Source: an optimization exercise on an open RTL-to-GDS flow (aim: small area). Production flows keep margins and buffers that such runs may drop. At most, simulation tests tie the RTL to the original design; equivalence was not proved. Power is estimated from default activity; no workload was simulated.

run 1:
==> flow/design.v (excerpt) <==
module rx_mac_top (
	input  wire                clk,
	input  wire                reset_,
	input  wire  [1:0]         speed,        
	input  wire                init_done,
	input  wire  [287:0]       rx_in,        
	output logic [287:0]       rx_out,       
	output logic               x_we,
	output logic               x_bcnt_we,
	output logic [31:0]        x_byte_cnt,   
	output logic               linkup
);
	localparam int LINK_MAX = 8 + 2;   
	logic [32-1:0]       ctrl;
	logic [256-1:0]      data;
	assign ctrl = rx_in[32-1:0];
	assign data = rx_in[287:32];
	logic [8-1:0] start_found;
	logic [8-1:0] seq_found;
	logic [32-1:0]       term_found;
	logic [32-1:0]       term_m;
	logic                       start_any;
	logic [2:0]                 start_pos;
	logic                       term_any;
	logic [4:0]                 term_lane;    
	always_comb begin
		for (int k = 0; k < 8; k++) begin
			start_found[k] = ctrl[4*k] && (data[32*k +: 8] == 8'hfb);
			seq_found[k]   = ctrl[4*k] && (data[32*k +: 8] == 8'h9c);
		end
		for (int l = 0; l < 32; l++) begin
  ...
Size in the first run: ~700 cells after synthesis, roughly 330 flip-flops, roughly 620 I/O pins, about 12000 um^2 of cells after synthesis.
==> flow/config.mk <==
export PLATFORM = sky130hd
export DESIGN_NAME = rx_mac_top
export DESIGN_NICKNAME = rx_mac_top
export VERILOG_FILES = /design/flow/design.v
export SDC_FILE = /design/flow/constraint.sdc
export NUM_CORES = 4
export LEC_CHECK = 0
export CAP_MARGIN = 0
export CORE_MARGIN = 2
export CORE_UTILIZATION = 40
export GPL_TIMING_DRIVEN = 0
export PLACE_DENSITY = 0.6
export SLEW_MARGIN = 0
==> flow/constraint.sdc <==
create_clock -name core_clock -period 4.0 [get_ports {clk}]
set_input_delay 0.8000 -clock core_clock [delete_from_list [all_inputs] [get_ports {clk}]]
set_output_delay 0.8000 -clock core_clock [all_outputs]
set_load 0.01 [all_outputs]
standard.sh (not shown) runs the stock make flow with config.mk's settings and CLKGATE_MAP_FILE= SYNTH_SCRIPT=/design/flow/synth_recipe.tcl, a recipe that flattens the netlist after the stock synthesis.
==> flow/flow/run.sh <==
#!/bin/bash
# layout flow: the standard flow with three changes
#  - synthesis maps the logic between the registers with an area-oriented ABC
#    script (flow/area.abc); the registers are mapped as in the standard flow
#  - the port buffers, and the buffers synthesis puts on constant outputs,
#    are the smallest buffer
#  - the clock tree uses larger sink clusters and no dummy loads
set -e
W=$PWD
{
	cat <<'EOT'
proc abc {args} {
  set i [lsearch -exact $args -script]
  if { $i >= 0 } {
    set args [lreplace $args [expr {$i + 1}] [expr {$i + 1}] $::env(MY_ABC_SCRIPT)]
  }
  yosys abc {*}$args
}
EOT
	cat synth_recipe.tcl
} > my_synth.tcl
sed -e "s#SYNTH_SCRIPT=[^ ]*#SYNTH_SCRIPT=$W/my_synth.tcl 'MIN_BUF_CELL_AND_PORTS=sky130_fd_sc_hd__buf_1 A X'#" standard.sh > my_standard.sh
export MY_ABC_SCRIPT=$W/flow/area.abc
export BUFFER_PORTS_ARGS="-buffer_cell sky130_fd_sc_hd__buf_1"
export CTS_ARGS="-sink_clustering_enable -repair_clock_nets -sink_clustering_size 30 -sink_clustering_max_diameter 120 -buf_list {sky130_fd_sc_hd__clkbuf_16} -dont_use_dummy_load"
bash my_standard.sh > standard.log 2>&1
==> flow/flow/area.abc <==
strash
&get -n
&st
&syn2
&dch -f
&nf -a -R 30
&st
&syn2
&dch -f
&nf -a -R 30
&put
topo
dnsize -c
Inputs modified between run 1 and run 2:
diff --git a/flow/flow/run.sh b/flow/flow/run.sh
--- a/flow/flow/run.sh
+++ b/flow/flow/run.sh
@@ -23,4 +23,4 @@
 export MY_ABC_SCRIPT=$W/flow/area.abc
 export BUFFER_PORTS_ARGS="-buffer_cell sky130_fd_sc_hd__buf_1"
-export CTS_ARGS="-sink_clustering_enable -repair_clock_nets -sink_clustering_size 30 -sink_clustering_max_diameter 120 -buf_list {sky130_fd_sc_hd__clkbuf_16} -dont_use_dummy_load"
+export CTS_ARGS="-sink_clustering_enable -repair_clock_nets -sink_clustering_size 16 -sink_clustering_max_diameter 100 -buf_list {sky130_fd_sc_hd__clkbuf_4 sky130_fd_sc_hd__clkbuf_8} -dont_use_dummy_load"
 bash my_standard.sh > standard.log 2>&1
==> flow/flow/area.abc <==
strash
&get -n
&st
&syn2
&dch -f
&nf -a -R 0
&st
&syn2
&dch -f
&nf -a -R 0
&put
topo
dnsize -c
--- outcome ---
- Changes observed in run 2 relative to run 1: setup slack decreased 0.098 ns, fraction of the mapped netlist area in simple logic gates essentially unchanged, fraction of the cycle the final worst path needs increased 2.5 points, average wire per cell in the routed design increased about 1.2%.
- Run 2 vs. run 1: die area climbed about 0.5%; relative slew slack dropped 6.1 points; finished layout cell area barely changed.
[inputs] run 3 vs run 2
diff --git a/flow/flow/run.sh b/flow/flow/run.sh
--- a/flow/flow/run.sh
+++ b/flow/flow/run.sh
@@ -3,6 +3,5 @@
 #  - synthesis maps the logic between the registers with an area-oriented ABC
 #    script (flow/area.abc); the registers are mapped as in the standard flow
-#  - the port buffers, and the buffers synthesis puts on constant outputs,
-#    are the smallest buffer
+#  - the port buffers are the smallest buffer
 #  - the clock tree uses larger sink clusters and no dummy loads
 set -e
@@ -20,5 +19,5 @@
 	cat synth_recipe.tcl
 } > my_synth.tcl
-sed -e "s#SYNTH_SCRIPT=[^ ]*#SYNTH_SCRIPT=$W/my_synth.tcl 'MIN_BUF_CELL_AND_PORTS=sky130_fd_sc_hd__buf_1 A X'#" standard.sh > my_standard.sh
+sed "s#SYNTH_SCRIPT=[^ ]*#SYNTH_SCRIPT=$W/my_synth.tcl#" standard.sh > my_standard.sh
 export MY_ABC_SCRIPT=$W/flow/area.abc
 export BUFFER_PORTS_ARGS="-buffer_cell sky130_fd_sc_hd__buf_1"
==> flow/flow/area.abc <==
strash
&get -n
&st
&syn2
&dch -f
&nf -a -R 1000
&st
&syn2
&dch -f
&nf -a -R 1000
&put
topo
dnsize -c
### Flow results
The mux cell area share after synthesis of run 3 and that of run 2 are within noise of each other.
Across both runs, power share of the combinational group was higher for run 3 than for run 2.
Looking at via count, run 3 sits below run 2.
Per the comparison of run 3 with run 2, share of the core filled with cells went up 0.92 points; peak clock frequency supported by timing went down 1.7 MHz.
Inputs modified between run 3 and run 4:
diff --git a/flow/flow/run.sh b/flow/flow/run.sh
--- a/flow/flow/run.sh
+++ b/flow/flow/run.sh
@@ -3,5 +3,6 @@
 #  - synthesis maps the logic between the registers with an area-oriented ABC
 #    script (flow/area.abc); the registers are mapped as in the standard flow
-#  - the port buffers are the smallest buffer
+#  - the port buffers, and the buffers synthesis puts on constant outputs,
+#    are the smallest buffer
 #  - the clock tree uses larger sink clusters and no dummy loads
 set -e
@@ -19,5 +20,5 @@
 	cat synth_recipe.tcl
 } > my_synth.tcl
-sed "s#SYNTH_SCRIPT=[^ ]*#SYNTH_SCRIPT=$W/my_synth.tcl#" standard.sh > my_standard.sh
+sed -e "s#SYNTH_SCRIPT=[^ ]*#SYNTH_SCRIPT=$W/my_synth.tcl 'MIN_BUF_CELL_AND_PORTS=sky130_fd_sc_hd__buf_1 A X'#" standard.sh > my_standard.sh
 export MY_ABC_SCRIPT=$W/flow/area.abc
 export BUFFER_PORTS_ARGS="-buffer_cell sky130_fd_sc_hd__buf_1"
==> flow/flow/area.abc <==
strash
&get -n
&st
&syn2
&dch -f
&nf -R 30 -p
&st
&syn2
&dch -f
&nf -R 30 -p
&put
topo
dnsize -c
==> run notes <==
- Run 4: no failed stages, no open violations at the end
- Changes observed in run 4 relative to run 3: die area flat, setup slack went up by 0.051 ns.
- Summary: wire length of the first global-routing pass, run 4 worse than run 3
- Combinational share of power of run 4 is on par with run 3.
- Maximum number of pins on one net before global-route repair (higher): run 4
The following lists how run 5 was set up differently from run 4:
diff --git a/flow/flow/run.sh b/flow/flow/run.sh
--- a/flow/flow/run.sh
+++ b/flow/flow/run.sh
@@ -1,4 +1,4 @@
 #!/bin/bash
-# layout flow: the standard flow with three changes
+# layout flow: the standard flow with these changes
 #  - synthesis maps the logic between the registers with an area-oriented ABC
 #    script (flow/area.abc); the registers are mapped as in the standard flow
@@ -6,4 +6,5 @@
 #    are the smallest buffer
 #  - the clock tree uses larger sink clusters and no dummy loads
+#  - one tie cell drives all the constant outputs' buffers
 set -e
 W=$PWD
@@ -20,5 +21,5 @@
 	cat synth_recipe.tcl
 } > my_synth.tcl
-sed -e "s#SYNTH_SCRIPT=[^ ]*#SYNTH_SCRIPT=$W/my_synth.tcl 'MIN_BUF_CELL_AND_PORTS=sky130_fd_sc_hd__buf_1 A X'#" standard.sh > my_standard.sh
+sed -e "s#SYNTH_SCRIPT=[^ ]*#SYNTH_SCRIPT=$W/my_synth.tcl 'MIN_BUF_CELL_AND_PORTS=sky130_fd_sc_hd__buf_1 A X' SKIP_REPAIR_TIE_FANOUT=1#" standard.sh > my_standard.sh
 export MY_ABC_SCRIPT=$W/flow/area.abc
 export BUFFER_PORTS_ARGS="-buffer_cell sky130_fd_sc_hd__buf_1"
==> flow/flow/area.abc <==
strash
&get -n
&st
&syn2
&dch -f
&nf -a -R 30
&st
&syn2
&dch -f
&nf -a -R 30
&put
topo
dnsize -c
Results
- On wire length of the first global-routing pass, the higher figure sits with run 4, not run 5.
- Having completed the whole flow, run 5 delivered a layout that passed the timing, design-rule and antenna checks.
- The flow did not stop early for run 4: all stages ran, and the layout cleared the timing, design-rule and antenna checks.
- The clock skew of run 5 is higher than that of run 4.
- [compare] base=run 4 new=run 5: final cell count without fillers moved down; max-slew headroom at the worst pin moved up.
- Run 5 ended with more synthesized instance count than run 4.
- Run 5 vs run 4 — non-clock buffer count dropped slightly
- Run 5 vs. run 4: final standard cell area without fillers down 0.80%; final critical path time including I/O delays and setup down 0.017 ns; worst setup slack climbed 0.017 ns.
- Cmp run 5 vs run 4: total power after layout lower in run 5
- | power share of the sequential group | higher: run 5 |

Setup of maple:
The RTL this note starts from:
==> flow/design.v <==
`default_nettype none
package rx_pkg;
	typedef struct packed {
		logic [256-1:0] data;
		logic [32-1:0]  ctrl;
	} rx_word_t;
	typedef enum logic [1:0] {
		SPEED_25G = 2'd0,
		SPEED_40G = 2'd1,
		SPEED_50G = 2'd2
	} rx_speed_t;
	typedef struct packed {
		logic       sof;
		logic [2:0] sof_lane;   
		logic       eof;
		logic [4:0] eof_lane;   
		logic       in_frame;
	} rx_evt_t;
	typedef struct packed {
		logic [7:0]  sof_mark;    
		logic        same_word;   
		logic [6:0]  rsvd;
		logic [15:0] bytes;
	} rx_bcnt_t;
endpackage
`default_nettype wire
`default_nettype none
module rx_mac_top (
	input  wire                clk,
	input  wire                reset_,
	input  wire  [1:0]         speed,        
	input  wire                init_done,
	input  wire  [287:0]       rx_in,        
	output logic [287:0]       rx_out,       
	output logic               x_we,
	output logic               x_bcnt_we,
	output logic [31:0]        x_byte_cnt,   
	output logic               linkup
);
	localparam int LINK_MAX = 8 + 2;   
	logic [32-1:0]       ctrl;
	logic [256-1:0]      data;
	assign ctrl = rx_in[32-1:0];
	assign data = rx_in[287:32];
	logic [8-1:0] start_found;
	logic [8-1:0] seq_found;
	logic [32-1:0]       term_found;
	logic [32-1:0]       term_m;
	logic                       start_any;
	logic [2:0]                 start_pos;
	logic                       term_any;
	logic [4:0]                 term_lane;    
	always_comb begin
		for (int k = 0; k < 8; k++) begin
			start_found[k] = ctrl[4*k] && (data[32*k +: 8] == 8'hfb);
			seq_found[k]   = ctrl[4*k] && (data[32*k +: 8] == 8'h9c);
		end
		for (int l = 0; l < 32; l++) begin
			term_found[l] = ctrl[l] && (data[8*l +: 8] == 8'hfd);
		end
	end
	assign start_any = |start_found;
	always_comb begin
		start_pos = 3'd0;
		for (int k = 8 - 1; k >= 0; k--)
			if (start_found[k])
				start_pos = 3'(k);
	end
	logic [1:0] ph;       
	logic       inf;      
	logic       sof_q;    
	logic       wf;       
	logic       ef;       
	logic       b1;
	logic       blast;
	logic       sof_hit;
	logic       eof1;
	assign b1    = (ph == 2'd1);
	assign blast = (ph == ((speed == 2'd0) ? 2'd3 : 2'd1));
	assign sof_hit = start_any && !inf && (ph == 2'd0 || !ef);
	logic       tq_any;    
	logic [4:0] tq_lane;   
	logic [7:0] grp_ok;
	always_comb begin
		for (int g = 0; g < 8; g++)
			grp_ok[g] = !sof_q || (|(start_found & 8'((16'd2 << g) - 16'd1)));
	end
	always_comb begin
		for (int l = 0; l < 32; l++)
			term_m[l] = term_found[l] && grp_ok[l/4];
		term_any  = |term_m;
		term_lane = 5'd0;   
		for (int l = 32 - 1; l >= 0; l--)
			if (term_m[l])
				term_lane = 5'(l + 1);
	end
	assign tq_any  = term_any;
	assign tq_lane = term_lane;
	assign eof1 = b1 && inf && tq_any;
	always_ff @(posedge clk) begin
		ph    <= sof_hit ? 2'd1 : (blast ? 2'd0 : ph + 2'd1);
		sof_q <= sof_hit;
		if (!reset_) begin
			inf <= 1'b0;
			wf  <= 1'b0;
			ef  <= 1'b0;
		end else begin
			if (eof1)
				inf <= 1'b0;
			else if (sof_hit)
				inf <= 1'b1;
			if (b1) begin
				wf <= inf;
				ef <= eof1;
			end
		end
	end
	always_ff @(posedge clk) begin
		if (b1)
			rx_out <= rx_in;
	end
	assign x_we      = wf && blast;
	assign x_bcnt_we = ef && blast;
	logic [10:0] cnt_hi;
	logic [4:0]  cnt_lo;
	logic        cnt_cy;
	logic [2:0]  sof_pos;
	logic        same_word;
	logic [5:0]  word_bytes;   
	logic [5:0]  lo_sum;
	assign word_bytes = {tq_lane == 5'd0, tq_lane};
	assign lo_sum = {1'b0, cnt_lo[4:2], 2'b00} + word_bytes;
	always_ff @(posedge clk) begin
		cnt_cy <= 1'b0;
		if (b1 && inf) begin
			if (sof_q) begin
				cnt_lo <= {word_bytes[4:2] - start_pos, word_bytes[1:0]};
			end else begin
				cnt_lo <= lo_sum[4:0];
				cnt_cy <= lo_sum[5];
			end
		end
		if (sof_q)
			cnt_hi <= 11'(word_bytes[5] && start_found[0]);
		else
			cnt_hi <= cnt_hi + 11'(cnt_cy);
		if (sof_q) begin
			sof_pos   <= start_pos;
			same_word <= tq_any;
		end
	end
	assign x_byte_cnt = {8'(1) << sof_pos, same_word, 7'd0, cnt_hi, cnt_lo};
	logic       seq_q;
	logic       fault;
	logic [3:0] clean;   
	assign fault = !init_done || seq_q;
	always_ff @(posedge clk) begin
		if (!reset_) begin
			seq_q  <= 1'b0;
			clean  <= 4'd0;
			linkup <= 1'b0;
		end else begin
			seq_q  <= |seq_found;
			clean  <= fault ? 4'd0 : (clean == 4'(LINK_MAX) ? clean : clean + 4'd1);
			linkup <= (clean == 4'(LINK_MAX));
		end
	end
endmodule
`default_nettype wire
export LEC_CHECK = 0
export CAP_MARGIN = 0
export CORE_MARGIN = 2
export CORE_UTILIZATION = 40
export GPL_TIMING_DRIVEN = 0
export PLACE_DENSITY = 0.6
export SLEW_MARGIN = 0
create_clock -name core_clock -period 4.0 [get_ports {clk}]
==> flow/flow/run.sh <==
#!/bin/bash
# layout flow: the standard flow with three changes
#  - synthesis maps the logic between the registers with an area-oriented ABC
#    script (flow/area.abc); the registers are mapped as in the standard flow
#  - the port buffers are the smallest buffer
#  - the clock tree uses larger sink clusters and no dummy loads
set -e
W=$PWD
{
	cat <<'EOT'
proc abc {args} {
  set i [lsearch -exact $args -script]
  if { $i >= 0 } {
    set args [lreplace $args [expr {$i + 1}] [expr {$i + 1}] $::env(MY_ABC_SCRIPT)]
  }
  yosys abc {*}$args
}
EOT
	cat synth_recipe.tcl
} > my_synth.tcl
sed "s#SYNTH_SCRIPT=[^ ]*#SYNTH_SCRIPT=$W/my_synth.tcl#" standard.sh > my_standard.sh
export MY_ABC_SCRIPT=$W/flow/area.abc
export BUFFER_PORTS_ARGS="-buffer_cell sky130_fd_sc_hd__buf_1"
export CTS_ARGS="-sink_clustering_enable -repair_clock_nets -sink_clustering_size 16 -sink_clustering_max_diameter 100 -buf_list {sky130_fd_sc_hd__clkbuf_4 sky130_fd_sc_hd__clkbuf_8} -dont_use_dummy_load"
bash my_standard.sh > standard.log 2>&1
==> flow/flow/area.abc <==
strash
&get -n
&st
&syn2
&dch -f
&nf -a -R 1000
&st
&syn2
&dch -f
&nf -a -R 1000
&put
topo
dnsize -c
> inputs changed (maple -> raven)
-- flow/flow/run.sh --
<<< maple, line 5
#  - the port buffers are the smallest buffer
>>> raven, line 5
#  - the port buffers, and the buffers synthesis puts on constant outputs,
#    are the smallest buffer
<<< maple, line 21
sed "s#SYNTH_SCRIPT=[^ ]*#SYNTH_SCRIPT=$W/my_synth.tcl#" standard.sh > my_standard.sh
>>> raven, line 22
sed -e "s#SYNTH_SCRIPT=[^ ]*#SYNTH_SCRIPT=$W/my_synth.tcl 'MIN_BUF_CELL_AND_PORTS=sky130_fd_sc_hd__buf_1 A X'#" standard.sh > my_standard.sh
Results
raven closes out successfully: all stages finished, all timing, DRC and antenna checks passed.
Final standard cell area without fillers essentially unchanged between raven and maple.
From maple to raven the numbers moved as follows: relative contribution of the clock network to total power now smaller; wire length shrank by 1.5%.
raven reports a lower period utilization than maple does.
Per the comparison of raven with maple, highest attainable clock frequency increased by 0.82% relative to the old numbers, share of final-layout standard cells stronger than drive strength 1 rose by 0.51 points, area enclosed by the die boundary held.
No run of this note included a check of the RTL's function; only the layout flow was run.

==> static timing again, ports no longer ideal <==
How much do the figures lean on ideal ports? The routed layouts below were timed once more, with nothing changed but the port constraints. Step 1 (the two cells are an assumption about what drives the block):
set clk [get_ports {clk}]
set_driving_cell -lib_cell sky130_fd_sc_hd__clkbuf_16 $clk
set_driving_cell -lib_cell sky130_fd_sc_hd__buf_2 [delete_from_list [all_inputs] $clk]
Step 2 also shifts input and output timing later by t, the mid clock arrival at the registers, as if the neighbouring blocks saw the same clock. a / b / c = ideal / step 1 / step 2; a / b = the first two.
| run | shift t [ns] | slack for setup (ns) | hold slack, ns | worst setup path after step 2 | worst slew at a driven data input, ns |
|---|---|---|---|---|---|
| run 1 | 0.554 | 0.348 / 0.374 / -0.180 | 0.442 / 0.442 / 0.442 | input to register | 0.11 |
| run 2 | 0.613 | 0.250 / 0.260 / -0.353 | 0.411 / 0.389 / 0.436 | input to register | 0.10 |
| run 3 | 0.601 | 0.226 / 0.209 / -0.392 | 0.403 / 0.396 / 0.449 | input to register | 0.11 |
| run 4 | 0.607 | 0.277 / 0.271 / -0.336 | 0.414 / 0.396 / 0.462 | input to register | 0.11 |
| run 5 | 0.580 | 0.294 / 0.286 / -0.294 | 0.426 / 0.409 / 0.442 | input to register | 0.12 |
| maple | 0.597 | 0.097 / -0.007 / -0.604 | 0.406 / 0.385 / 0.455 | input to register | 0.17 |
| raven | 0.594 | 0.129 / 0.103 / -0.491 | 0.416 / 0.397 / 0.467 | input to register | 0.12 |
With both steps, setup timing fails in every run listed, where it was met with ideal ports. For maple, which loses most, drivers alone change the setup slack by -0.104 ns; drivers and shift together by -0.701 ns.
